This design comes from an exercise in tuning for small area, a short achievable clock period and few clock cycles on the open sky130 flow, not from production work.
At most, simulation tests tie the RTL to the original design; equivalence was not proved.

east:
Design laser_stripe_center_extract, start of the top module:
module laser_stripe_center_extract (
  input  logic                clk,
  input  logic                rst_n,
  input  logic                in_push,
  output logic                in_full,
  input  logic [7:0]          in_pixel,
  input  logic                in_row_end,
  input  logic                in_frame_end,
  output logic                out_empty,
  input  logic                out_pop,
  output logic [lsce_pkg::ROW_W-1:0]    out_row_number,
  output logic                out_found,
  output logic [lsce_pkg::CENTRE_W-1:0] out_centre_q8,
  output logic                out_last,
  input  logic                cfg_valid,
  output logic                cfg_ready,
  input  logic [1:0]          cfg_index,
  input  logic [12:0]         cfg_data
);
clock: 8.0 ns
lec_check: 0
cap_margin: 20
core_margin: 2
core_utilization: 40
cts_buf_list: sky130_fd_sc_hd__clkbuf_8
cts_cluster_diameter: 60
cts_cluster_size: 16
slew_margin: 20
standard.sh (not shown) runs the stock make flow with config.mk's settings and CLKGATE_MAP_FILE= SYNTH_SCRIPT=/design/flow/synth_recipe.tcl, a recipe that flattens the netlist after the stock synthesis.
==> flow/flow/run.sh <==
#!/bin/bash
set -euo pipefail
bash standard.sh SETUP_SLACK_MARGIN=5.2 finish > standard_flow.log 2>&1
Having completed the whole flow, east delivered a layout that passed the timing, design-rule and antenna checks.
> inputs changed (east -> north)
--- a/flow/design.v
+++ b/flow/design.v
@@ -30,13 +30,12 @@
   input  logic        in_push,
   output logic        in_full,
   input  logic [7:0]  in_pixel,
   input  logic        in_row_end,
   input  logic        in_frame_end,
   input  logic [8:0]  thr,
-  input  logic signed [9:0] nthr,
   input  logic        job_free,
   input  logic        job_idle_next,
   output logic        job_load,
   output logic [8:0]  job_p,
   output logic [8:0]  job_q,
   output logic [8:0]  job_s,
@@ -57,21 +56,22 @@
   logic              ev_last_r;
   logic signed [8:0] ev_g_r;
   logic              accept, room;
   logic signed [8:0] pk1_r, tr1_r, prev_r;
   logic signed [8:0] pk0_r, pk2_r, tr0_r, tr2_r;
   logic [11:0]       pkc_r, trc_r;          
-  logic              pk_pend_r, tr_pend_r, pk_at0_r, tr_at0_r, pk_ok_r, tr_ok_r;
+  logic              pk_pend_r, tr_pend_r, pk_at0_r, tr_at0_r;
   logic              fresh_r;               
   logic              fin_r, fin_last_r, full_r;
   logic [11:0]       row_r;
   logic signed [8:0] n_pk1, n_tr1, n_prev;
   logic signed [8:0] n_pk0, n_pk2, n_tr0, n_tr2;
   logic [11:0]       n_pkc, n_trc;
-  logic              n_pk_pend, n_tr_pend, n_pk_at0, n_tr_at0, n_pk_ok, n_tr_ok, n_fresh;
-  logic              upd_pk, upd_tr, fin_take, thr0, idle_next;
+  logic              n_pk_pend, n_tr_pend, n_pk_at0, n_tr_at0, n_fresh;
+  logic              upd_pk, upd_tr, fin_take;
+  logic signed [9:0] trt;
   logic signed [8:0] g, g0;
   assign in_full = full_r;
   assign row_number = row_r;
   assign accept  = in_push && !full_r;
   assign room    = kcm_r != 12'hfff;
   always_ff @(posedge clk) begin
@@ -102,19 +102,18 @@
       end
     end
   end
   always_comb begin
     g    = ev_g_r;
     g0   = fresh_r ? 9'sd0 : g;
-    thr0 = thr == 9'd0;
     upd_pk = fresh_r || lsce_pkg::sge9(g, pk1_r);
     upd_tr = fresh_r || !lsce_pkg::sge9(g, tr1_r);
     n_pk1 = pk1_r;  n_pk0 = pk0_r;  n_pk2 = pk2_r;  n_pkc = pkc_r;
-    n_pk_pend = pk_pend_r;  n_pk_at0 = pk_at0_r;  n_pk_ok = pk_ok_r;
+    n_pk_pend = pk_pend_r;  n_pk_at0 = pk_at0_r;
     n_tr1 = tr1_r;  n_tr0 = tr0_r;  n_tr2 = tr2_r;  n_trc = trc_r;
-    n_tr_pend = tr_pend_r;  n_tr_at0 = tr_at0_r;  n_tr_ok = tr_ok_r;
+    n_tr_pend = tr_pend_r;  n_tr_at0 = tr_at0_r;
     n_prev = prev_r;
     n_fresh = fresh_r;
     if (ev_v_r) begin
       if (upd_pk) begin
         n_pk1 = g0;
         n_pk0 = prev_r;
@@ -134,39 +133,35 @@
         n_tr_pend = 1'b1;
         n_tr_at0 = fresh_r;
       end else if (tr_pend_r) begin
         n_tr2 = g;
         n_tr_pend = 1'b0;
       end
-      if (fresh_r) begin
-        n_pk_ok = thr0;
-        n_tr_ok = thr0;
-      end else begin
-        n_pk_ok = pk_ok_r || lsce_pkg::sge10(10'(g), {1'b0, thr});
-        n_tr_ok = tr_ok_r || lsce_pkg::sge10(nthr, 10'(g));
-      end
       n_prev = g0;
       n_fresh = 1'b0;
     end
     job_load = fin_r && job_free;
     job_p    = 9'(pk1_r - pk0_r);            
     job_q    = 9'(pk1_r - pk2_r);            
     job_s    = 9'(tr2_r - tr1_r);            
     job_r    = 9'(tr0_r - tr1_r);            
     job_pkc  = pkc_r;
     job_trc  = trc_r;
-    job_found = !fresh_r && pk_ok_r && tr_ok_r && !pk_at0_r && !tr_at0_r
+    trt = 10'(tr1_r) + $signed({1'b0, thr});
+    job_found = !fresh_r && !pk_at0_r && !tr_at0_r
+                && lsce_pkg::sge10(10'(pk1_r), {1'b0, thr})    
+                && (trt[9] || trt == 10'sd0)                    
                 && (pk1_r > 9'sd0) && (tr1_r <= 9'sd0);
     job_last = fin_last_r;
     fin_take = ev_f_r && (!fin_r || job_load);
   end
   always_ff @(posedge clk) begin
     pk1_r <= n_pk1;  pk0_r <= n_pk0;  pk2_r <= n_pk2;  pkc_r <= n_pkc;
-    pk_pend_r <= n_pk_pend;  pk_at0_r <= n_pk_at0;  pk_ok_r <= n_pk_ok;
+    pk_pend_r <= n_pk_pend;  pk_at0_r <= n_pk_at0;
     tr1_r <= n_tr1;  tr0_r <= n_tr0;  tr2_r <= n_tr2;  trc_r <= n_trc;
-    tr_pend_r <= n_tr_pend;  tr_at0_r <= n_tr_at0;  tr_ok_r <= n_tr_ok;
+    tr_pend_r <= n_tr_pend;  tr_at0_r <= n_tr_at0;
     prev_r <= n_prev;
     if (fin_take) begin
       fin_last_r <= ev_last_r;
     end
   end
   always_ff @(posedge clk) begin
@@ -337,13 +332,12 @@
   input  logic                cfg_valid,
   output logic                cfg_ready,
   input  logic [1:0]          cfg_index,
   input  logic [12:0]         cfg_data
 );
   logic [8:0]         thr_r;
-  logic signed [9:0]  nthr_r;    
   logic signed [12:0] wmin_r, wmax_r;
   logic        job_free, job_idle_next, job_load, job_found, job_last;
   logic [8:0]  job_p, job_s;
   logic [8:0]  job_q, job_r;
   logic [11:0] job_pkc, job_trc;
   logic        res_pop;
@@ -360,25 +354,21 @@
         2'd2: wmax_r <= $signed(cfg_data);
         default: begin
         end
       endcase
     end
   end
-  always_ff @(posedge clk) begin
-    nthr_r <= -$signed({1'b0, thr_r});
-  end
   lsce_front u_front (
     .clk       (clk),
     .rst_n     (rst_n),
     .in_push   (in_push),
     .in_full   (in_full),
     .in_pixel  (in_pixel),
     .in_row_end(in_row_end),
     .in_frame_end(in_frame_end),
     .thr       (thr_r),
-    .nthr      (nthr_r),
     .job_free  (job_free),
     .job_idle_next(job_idle_next),
     .job_load  (job_load),
     .job_p     (job_p),
     .job_q    (job_q),
     .job_s     (job_s),
[summary]
The final layouts of east and north pass the timing, design-rule and antenna checks.
| sequential cell area fraction in the yosys report | lower: north |
Lower synthesized area was reported by north, not east.
Changes observed in north relative to east: overall die area fell 510 um2; non-clock inverter instance count of the final layout fell about 5%.
Going from east to north, wire length on met1 shrinks by about 0.9%.
north vs east — area of combinational cells with multiple inputs rose 100 um2.
Width of the die ended up 1.2 um lower on north than on east.
Testbench counts of north, summed over its fixed seeds: cycles 85,204.
Only the layout flow was run in east; the RTL was not checked for function there.

## what the ideal ports hide
The results above use ideal ports. As a check the final layouts listed here were re-extracted and re-timed, cells and wires unchanged. Step 1: set_driving_cell puts a clkbuf_16 on clk and a buf_2 on each other input, an assumption about the parent block. Step 2 also shifts input and output timing later by t, the mid clock arrival at the registers, as if the neighbouring blocks saw the same clock. Three values: ideal, step 1, step 2; two values: the first two.
run	t (ns)	setup slack, ns	worst setup path at the end	clock arrival spread, ns
east	0.668	5.163 / 5.112 / 4.664	input to register	0.020 / 0.020
north	0.681	5.185 / 5.136 / 4.599	input to register	0.022 / 0.023
After both steps setup and hold are still met in every run listed. For north, which loses most, drivers alone change the setup slack by -0.049 ns; drivers and shift together by -0.586 ns.
